From an optimization exercise on the open Yosys and OpenROAD flow, aimed at small area, a short achievable clock period and few clock cycles per item; shortcuts taken in it are not production practice.
In this exercise RTL edits were held to simulation tests only and were not proved equivalent to the original.
No activity file was given, so power comes from the tool's default toggle rates.

## 07-26
==> flow/design.v <==
`default_nettype none
module cix32_imem_responder (
  input  logic        clk,
  input  logic        rst_n,
  input  logic        req_valid,
  output logic        req_ready,
  input  logic [31:0] req_addr,
  input  logic        req_we,
  input  logic [7:0]  req_wdata,
  output logic        rsp_valid,
  input  logic        rsp_ready,
  output logic [7:0]  rsp_data,
  output logic        rsp_err
);
  logic        sk_v;
  logic [7:0]  sk_addr;
  logic        sk_we;
  logic [7:0]  sk_wdata;
  logic        sk_oor;
  logic        s1_v;
  logic [7:0]  s1_addr;
  logic [15:0] s1_hi, s1_lo;
  logic        s1_we;
  logic [7:0]  s1_wdata;
  logic        s1_oor;
  logic        s2_v;
  logic [7:0]  s2_addr;
  logic [7:0]  s2_val;
  logic        par_q;
  logic        rsp_v_q;
  logic [7:0]  rsp_data_q;
  logic        rsp_err_q;
  logic        in_oor, accept, s1_load, s1_wr, conflict, adv, clr_go, kill, set_go, fwd;
  logic [7:0]  n_addr;
  logic        n_we, n_oor;
  logic [7:0]  n_wdata;
  logic [255:0] row_sel;
  logic [7:0]   bus [16];
  logic [7:0]   mrd [256];
  logic [7:0]   grp [16];
  logic [7:0]   mraw, rdata;
  assign in_oor  = |req_addr[31:8];
  assign accept  = req_valid && !sk_v;
  assign s1_wr    = s1_v && s1_we && !s1_oor;
  assign conflict = s1_wr && s2_v && (s1_addr[7:4] == s2_addr[7:4])
                    && (s1_addr[3:0] != s2_addr[3:0]);
  assign adv      = s1_v && (!rsp_v_q || rsp_ready) && !conflict;
  assign s1_load  = !s1_v || adv;
  assign clr_go   = adv && s1_wr;
  assign kill     = clr_go && (s1_addr == s2_addr);
  assign set_go   = s2_v && !kill;
  assign n_addr  = sk_v ? sk_addr  : req_addr[7:0];
  assign n_we    = sk_v ? sk_we    : req_we;
  assign n_wdata = sk_v ? sk_wdata : req_wdata;
  assign n_oor   = sk_v ? sk_oor   : in_oor;
  always_ff @(posedge clk or negedge rst_n) begin
    if (!rst_n) begin
      sk_v    <= 1'b0;
      s1_v    <= 1'b0;
      rsp_v_q <= 1'b0;
    end else begin
      if (s1_load) begin
        s1_v <= sk_v || accept;
        sk_v <= 1'b0;
      end else if (accept) begin
        sk_v <= 1'b1;
      end
      if (adv) rsp_v_q <= 1'b1;
      else if (rsp_ready) rsp_v_q <= 1'b0;
    end
  end
  always_ff @(posedge clk) begin
    if (!sk_v) begin
      sk_addr  <= req_addr[7:0];
      sk_we    <= req_we;
      sk_wdata <= req_wdata;
      sk_oor   <= in_oor;
    end
    if (s1_load) begin
      s1_addr  <= n_addr;
      s1_we    <= n_we;
      s1_wdata <= n_wdata;
      s1_oor   <= n_oor;
      for (int k = 0; k < 16; k++) begin
        s1_hi[k] <= (n_addr[7:4] == 4'(k));
        s1_lo[k] <= (n_addr[3:0] == 4'(k));
      end
    end
  end
  always_ff @(posedge clk) begin
    s2_v    <= clr_go;
    s2_addr <= s1_addr;
    s2_val  <= s1_wdata;
  end
  always_ff @(posedge clk) par_q <= ~par_q;
  always_comb begin
    for (int i = 0; i < 256; i++) begin
      row_sel[i] = (clr_go && s1_hi[i / 16] && s1_lo[i % 16])
                || (set_go && s2_addr == 8'(i));
    end
    for (int g = 0; g < 16; g++) begin
      bus[g] = (set_go && s2_addr[7:4] == 4'(g)) ? (s2_val ^ {8{par_q}}) : 8'hFF;
    end
  end
  for (genvar i = 0; i < 256; i++) begin : g_row
    logic [7:0] q;
    always_ff @(posedge clk) q <= ~(({8{row_sel[i]}} & bus[i / 16]) | q);
    assign mrd[i] = q;
  end
  always_comb begin
    for (int g = 0; g < 16; g++) begin
      grp[g] = 8'h00;
      for (int k = 0; k < 16; k++) grp[g] = grp[g] | (mrd[16 * g + k] & {8{s1_lo[k]}});
    end
    mraw = 8'h00;
    for (int g = 0; g < 16; g++) mraw = mraw | (grp[g] & {8{s1_hi[g]}});
  end
  assign fwd   = s2_v && (s2_addr == s1_addr);
  assign rdata = fwd ? s2_val : (mraw ^ {8{par_q}});
  always_ff @(posedge clk) begin
    if (adv) begin
      rsp_err_q  <= s1_oor;
      rsp_data_q <= s1_oor ? 8'h00 : (s1_we ? s1_wdata : rdata);
    end
  end
  assign req_ready = !sk_v;
  assign rsp_valid = rsp_v_q;
  assign rsp_data  = rsp_data_q;
  assign rsp_err   = rsp_err_q;
endmodule
`default_nettype wire
Settings: LEC_CHECK=0, ABC_CLOCK_PERIOD_IN_PS=2700, CAP_MARGIN=20, CORE_MARGIN=2, CORE_UTILIZATION=40, SETUP_SLACK_MARGIN=2.3, SLEW_MARGIN=20; clock period 5.0 ns.
run.sh (not shown) runs the stock make flow with config.mk's settings and CLKGATE_MAP_FILE= SYNTH_SCRIPT=/design/flow/synth_recipe.tcl, a recipe that flattens the netlist after the stock synthesis.
No stage failed in 07-26, and the final checks on the layout all came back clean.
Testbench counts of 07-26, summed over its fixed seeds: cycles 24,199, items 24,000.
## Diff of input files: 11-18 against 07-26
- a deleted SETUP_SLACK_MARGIN that had been 2.3
- a deleted ABC_CLOCK_PERIOD_IN_PS that had been 2700
Notes after the runs:
Detailed-route vias per instance was lower in the run labelled 11-18.
11-18 improves on 07-26 in internal power contribution.
Compared with 07-26, in 11-18 maximum resistive drop on vdd shows a reduction of 6.8%, fmax went down.
Logic gate share of total power: higher on 07-26
Compared with 07-26, 11-18 shows a higher delay of the slowest cell on the worst path.
Delta (11-18 minus 07-26): number of non-clock inverters in the layout level, area growth from synthesis to layout moved down, total via count in the routed design moved down.

separate check: timing with driven ports:
In the flow no input, the clock included, has a driving cell. The finished layouts below were timed again as built, in two steps. Step 1 (the two cells are an assumption about what drives the block):
set clk [get_ports {clk}]
set_driving_cell -lib_cell sky130_fd_sc_hd__clkbuf_16 $clk
set_driving_cell -lib_cell sky130_fd_sc_hd__buf_2 [delete_from_list [all_inputs] $clk]
Step 2 also shifts input and output timing later by t, the mid clock arrival at the registers, as if the neighbouring blocks saw the same clock. Slacks: ideal / step 1 / step 2; pairs: ideal / step 1.
run | t (ns) | slack for setup (ns) | worst setup path at the end | clock arrival spread, ns | cell pins on the clock port's net
07-26 | 0.926 | 1.630 / 1.630 / 1.413 | input to register | 0.060 / 0.059 | 1
11-18 | 0.931 | 0.525 / 0.525 / 0.525 | register to register | 0.071 / 0.071 | 1
After both steps setup and hold are still met in every run listed. For 07-26, which loses most, drivers alone change the setup slack by 0.000 ns; drivers and shift together by -0.217 ns.
